Background: an optimization exercise with open tools, aiming at small area. Do not read the settings as production practice.
Only simulation tests tie the RTL to the original design; equivalence was not proved.
Power and IR drop assume default switching activity.

==> flow/design.v <==
package skew_feeder_pkg;
    localparam int SF_DEPTH_DEFAULT      = 8;
    localparam int SF_ARRAY_M_DEFAULT    = 8;
    localparam int SF_DATA_WIDTH_DEFAULT = 32;
    typedef enum logic [1:0] {
        IDLE  = 2'd0,
        LOAD  = 2'd1,
        EMIT  = 2'd2,
        DRAIN = 2'd3
    } feeder_state_e;
    function automatic integer data_set_width(input integer array_m, input integer data_width);
        data_set_width = array_m * data_width;
    endfunction
    function automatic integer cnt_width(input integer depth, input integer array_m);
        cnt_width = $clog2(depth + array_m);
    endfunction
    function automatic integer idx_width(input integer depth);
        idx_width = (depth > 1) ? $clog2(depth) : 1;
    endfunction
    function automatic integer num_cols_width(input integer array_m);
        num_cols_width = $clog2(array_m) + 1;
    endfunction
endpackage
module feeder_row_buf
#(
    parameter int DEPTH      = skew_feeder_pkg::SF_DEPTH_DEFAULT,
    parameter int DATA_WIDTH = skew_feeder_pkg::SF_DATA_WIDTH_DEFAULT
) (
    input  logic                  clk_i,
    input  logic                  shift_i,
    input  logic                  hold_i,
    input  logic [DATA_WIDTH-1:0] tail_i,
    output logic [DATA_WIDTH-1:0] head_o
);
    localparam int W = DEPTH * DATA_WIDTH;
    logic [W-1:0] chain_q;    
    always_ff @(posedge clk_i) begin
        chain_q <= ~(({tail_i, chain_q[W-1:DATA_WIDTH]} | {W{hold_i}})
                   & (chain_q | {W{shift_i}}));
    end
    assign head_o = chain_q[DATA_WIDTH-1:0];
endmodule
module skew_feeder
#(
    parameter int DEPTH      = skew_feeder_pkg::SF_DEPTH_DEFAULT,
    parameter int ARRAY_M    = skew_feeder_pkg::SF_ARRAY_M_DEFAULT,
    parameter int DATA_WIDTH = skew_feeder_pkg::SF_DATA_WIDTH_DEFAULT,
    localparam int DATA_SET_WIDTH = ARRAY_M * DATA_WIDTH,
    localparam int NC_WIDTH       = $clog2(ARRAY_M) + 1
) (
    input  logic                      clk,
    input  logic                      reset,
    input  logic                      start,
    input  logic [NC_WIDTH-1:0]       num_cols,
    input  logic                      in_valid,
    output logic                      in_ready,
    input  logic [DATA_SET_WIDTH-1:0] in_data,
    output logic                      out_valid,
    output logic [DATA_SET_WIDTH-1:0] data_set_out,
    output logic                      drain_out,
    output logic                      busy,
    output logic [1:0]                dbg_state
);
    localparam int NUM_EMIT  = DEPTH + ARRAY_M - 1;         
    localparam int SEQ_W     = $clog2(DEPTH + NUM_EMIT + 4);
    localparam int OUT_FIRST = DEPTH + 2;                   
    localparam int LAST_EMIT = DEPTH + NUM_EMIT - 1;
    localparam int LAST_DRN  = LAST_EMIT + 3;
    logic [1:0]          state_q, state_d;
    logic [SEQ_W-1:0]    cnt_q, cnt_d;
    logic [NC_WIDTH-1:0] ncols_q;
    logic idle, load, emit, drain, accept;
    always_comb begin
        idle   = (state_q == skew_feeder_pkg::IDLE);
        load   = (state_q == skew_feeder_pkg::LOAD);
        emit   = (state_q == skew_feeder_pkg::EMIT);
        drain  = (state_q == skew_feeder_pkg::DRAIN);
        accept = load && in_valid;
    end
    always_comb begin
        state_d = state_q;
        unique case (state_q)
            skew_feeder_pkg::IDLE:  if (start) state_d = skew_feeder_pkg::LOAD;
            skew_feeder_pkg::LOAD:  if (accept && cnt_q == SEQ_W'(DEPTH - 1)) state_d = skew_feeder_pkg::EMIT;
            skew_feeder_pkg::EMIT:  if (cnt_q == SEQ_W'(LAST_EMIT)) state_d = skew_feeder_pkg::DRAIN;
            skew_feeder_pkg::DRAIN: if (cnt_q == SEQ_W'(LAST_DRN))  state_d = skew_feeder_pkg::IDLE;
            default:                state_d = skew_feeder_pkg::IDLE;
        endcase
        if (idle)                       cnt_d = '0;
        else if (accept || emit || drain) cnt_d = cnt_q + SEQ_W'(1);
        else                            cnt_d = cnt_q;
    end
    always_ff @(posedge clk or negedge reset) begin
        if (!reset) begin
            state_q <= skew_feeder_pkg::IDLE;
            cnt_q   <= '0;
        end else begin
            state_q <= state_d;
            cnt_q   <= cnt_d;
        end
    end
    always_ff @(posedge clk) begin
        if (idle && start) begin
            ncols_q <= num_cols;
        end
    end
    logic [ARRAY_M-1:0] esh_q, ehd_q;
    always_ff @(posedge clk) begin
        for (int k = 0; k < ARRAY_M; k++) begin
            esh_q[k] <=  (cnt_d >= SEQ_W'(OUT_FIRST + k));
            ehd_q[k] <= !(cnt_d >= SEQ_W'(OUT_FIRST + k));
        end
    end
    logic               tgl_q;
    logic [DEPTH-1:0]   par_q;
    always_ff @(posedge clk or negedge reset) begin
        if (!reset) begin
            tgl_q <= 1'b0;
        end else begin
            tgl_q <= !tgl_q;
        end
    end
    always_ff @(posedge clk) begin
        for (int r = 0; r < DEPTH; r++) begin
            if (accept && cnt_q[$clog2(DEPTH)-1:0] == $clog2(DEPTH)'(r)) begin
                par_q[r] <= !tgl_q;
            end
        end
    end
    genvar c;
    generate
        for (c = 0; c < ARRAY_M; c++) begin : g_lane
            logic                  win;
            logic                  flip;
            logic                  pass_w, inv_w;
            logic [$clog2(DEPTH)-1:0] row;
            logic [DATA_WIDTH-1:0] head;
            assign win = (cnt_q >= SEQ_W'(OUT_FIRST + c))
                      && (cnt_q <  SEQ_W'(OUT_FIRST + c + DEPTH))
                      && (ncols_q[NC_WIDTH-1] || (ncols_q[NC_WIDTH-2:0] > (NC_WIDTH-1)'(c)));
            assign row    = cnt_q[$clog2(DEPTH)-1:0] - $clog2(DEPTH)'(OUT_FIRST + c);
            assign flip   = !(tgl_q ^ par_q[row]);
            assign pass_w = win && !flip;
            assign inv_w  = win && flip;
            feeder_row_buf #(
                .DEPTH      (DEPTH),
                .DATA_WIDTH (DATA_WIDTH)
            ) u_lane (
                .clk_i   (clk),
                .shift_i (accept || esh_q[c]),
                .hold_i  (!accept && ehd_q[c]),
                .tail_i  (in_data[c*DATA_WIDTH +: DATA_WIDTH]),
                .head_o  (head)
            );
            assign data_set_out[c*DATA_WIDTH +: DATA_WIDTH] =
                (head & {DATA_WIDTH{pass_w}}) | (~head & {DATA_WIDTH{inv_w}});
        end
    endgenerate
    assign in_ready  = load;
    assign out_valid = (cnt_q >= SEQ_W'(OUT_FIRST)) && (cnt_q <= SEQ_W'(LAST_DRN - 1));
    assign drain_out = (cnt_q == SEQ_W'(LAST_DRN));
    assign busy      = !idle;
    assign dbg_state = state_q;
endmodule
clock: 5.0 ns
lec_check: 0
cap_margin: 20
core_margin: 2
core_utilization: 70
place_density: 0.8
slew_margin: 20
standard.sh (not shown) runs the stock make flow with config.mk's settings and CLKGATE_MAP_FILE= SYNTH_SCRIPT=/design/flow/synth_recipe.tcl, a recipe that flattens the netlist after the stock synthesis.
==> flow/flow/run.sh <==
#!/bin/bash
# The standard layout (standard.sh), with two changes:
#  - the port buffers that buffer_ports inserts use the smallest buffer cell;
#  - clock tree synthesis clusters about 11 flip-flops per clkbuf_4 leaf
#    buffer and inserts no dummy loads.
# make writes every tool's full log under orfs/logs/; standard.log has make's output.
set -euo pipefail
export BUFFER_PORTS_ARGS="-buffer_cell sky130_fd_sc_hd__buf_1"
export CTS_ARGS="-sink_clustering_enable -sink_clustering_size 11 -sink_clustering_max_diameter 38 -buf_list sky130_fd_sc_hd__clkbuf_4 -dont_use_dummy_load -repair_clock_nets"
bash standard.sh > standard.log 2>&1
Rerun with:
==> flow/flow/run.sh (replaced) <==
#!/bin/bash
# The standard layout (standard.sh), with two changes:
#  - the port buffers that buffer_ports inserts use the smallest buffer cell;
#  - clock tree synthesis clusters about 10 flip-flops per clkbuf_4 leaf
#    buffer, with clkbuf_16 at the root and clkbuf_8 in the trunk, and
#    inserts no dummy loads.
# make writes every tool's full log under orfs/logs/; standard.log has make's output.
set -euo pipefail
export BUFFER_PORTS_ARGS="-buffer_cell sky130_fd_sc_hd__buf_1"
export CTS_ARGS="-sink_clustering_enable -sink_clustering_size 10 -sink_clustering_max_diameter 35 -buf_list sky130_fd_sc_hd__clkbuf_4 -root_buf sky130_fd_sc_hd__clkbuf_16 -tree_buf sky130_fd_sc_hd__clkbuf_8 -dont_use_dummy_load -repair_clock_nets"
bash standard.sh > standard.log 2>&1
CORE_UTILIZATION = 80   (was 70)
PLACE_DENSITY = 0.9   (was 0.8)
Result: The new run went through all stages and came out clean. Worst hold slack gains 0.11 ns. Synthesized cell count stays the same. Critical path depth went down by 1. Global-route usage increases by 3.4 points. Sequential power barely changes. Final cell count drops by 5.6%. Routed wire length came out lower by 0.49%. Final area fell by 3.3%. Register-to-register slack improved by 0.18 ns.
Rerun with:
CORE_UTILIZATION = 75   (was 80)
PLACE_DENSITY = 0.85   (was 0.9)
=>
- The new run went through all stages and came out clean
- via count is lower by 0.83%
- synthesized cell count does not change
- global-route usage shrinks by 2.7 points
- die area climbs by 6.6%
Rerun with:
CAP_MARGIN = 0   (was 20)
CORE_UTILIZATION = 80   (was 75)
PLACE_DENSITY = 0.9   (was 0.85)
SLEW_MARGIN = 0   (was 20)
The changed run finished clean.
Count of clock-buffer cells in the layout goes up by 2.
Total power goes up slightly.
Hold slack got worse by 0.048 ns.
Non-clock buffer count goes down by 31.
Rerun with:
--- a/flow/flow/run.sh
+++ b/flow/flow/run.sh
@@ -10 +10 @@
-export CTS_ARGS="-sink_clustering_enable -sink_clustering_size 10 -sink_clustering_max_diameter 35 -buf_list sky130_fd_sc_hd__clkbuf_4 -root_buf sky130_fd_sc_hd__clkbuf_16 -tree_buf sky130_fd_sc_hd__clkbuf_8 -dont_use_dummy_load -repair_clock_nets"
+export CTS_ARGS="-sink_clustering_enable -sink_clustering_size 11 -sink_clustering_max_diameter 38 -buf_list sky130_fd_sc_hd__clkbuf_4 -root_buf sky130_fd_sc_hd__clkbuf_16 -tree_buf sky130_fd_sc_hd__clkbuf_8 -dont_use_dummy_load -repair_clock_nets"
CAP_MARGIN = 20   (was 0)
SLEW_MARGIN = 20   (was 0)
Effect: Die area stays the same. Clock skew barely changes. Routed wire length hardly moves. Cell count hardly moves. Synthesized cell count does not change. Sequential cell count does not change. Power shrinks slightly. First-iteration DRC count goes down by a few percent. Via count is about the same.

## afterwards: timing with drivers on the ports
The flow's constraints put no driver on any port. The routed layouts listed below were extracted and timed again, unchanged, in two steps.
Step 1, drivers: a clkbuf_16 drives clk and a buf_2 each remaining input, both assumed.
Step 2 moves the port delays by t, midway between the first and last clock arrival at a register: inputs arrive t later, outputs are due t later. That takes back most of the time a late clock gives input paths.
Three values: ideal ports, drivers, drivers and shift; two values: the first two.
run | t (ns) | setup slack, ns | hold slack, ns | worst data-port slew with drivers (ns) | pins driven straight from the clock port
the first run | 1.135 | 0.224 / 0.155 / 1.187 | 0.157 / 0.114 / 0.395 | 0.11 | 1
the second run | 0.742 | 0.126 / 0.056 / 0.798 | 0.265 / 0.282 / 0.364 | 0.13 | 1
the third run | 0.738 | 0.260 / 0.188 / 0.926 | 0.284 / 0.310 / 0.389 | 0.11 | 1
the fourth run | 0.758 | 0.114 / 0.040 / 0.798 | 0.236 / 0.248 / 0.364 | 0.13 | 1
the fifth run | 0.743 | 0.167 / 0.095 / 0.838 | 0.262 / 0.281 / 0.361 | 0.13 | 1
After both steps setup and hold are still met in every run listed.
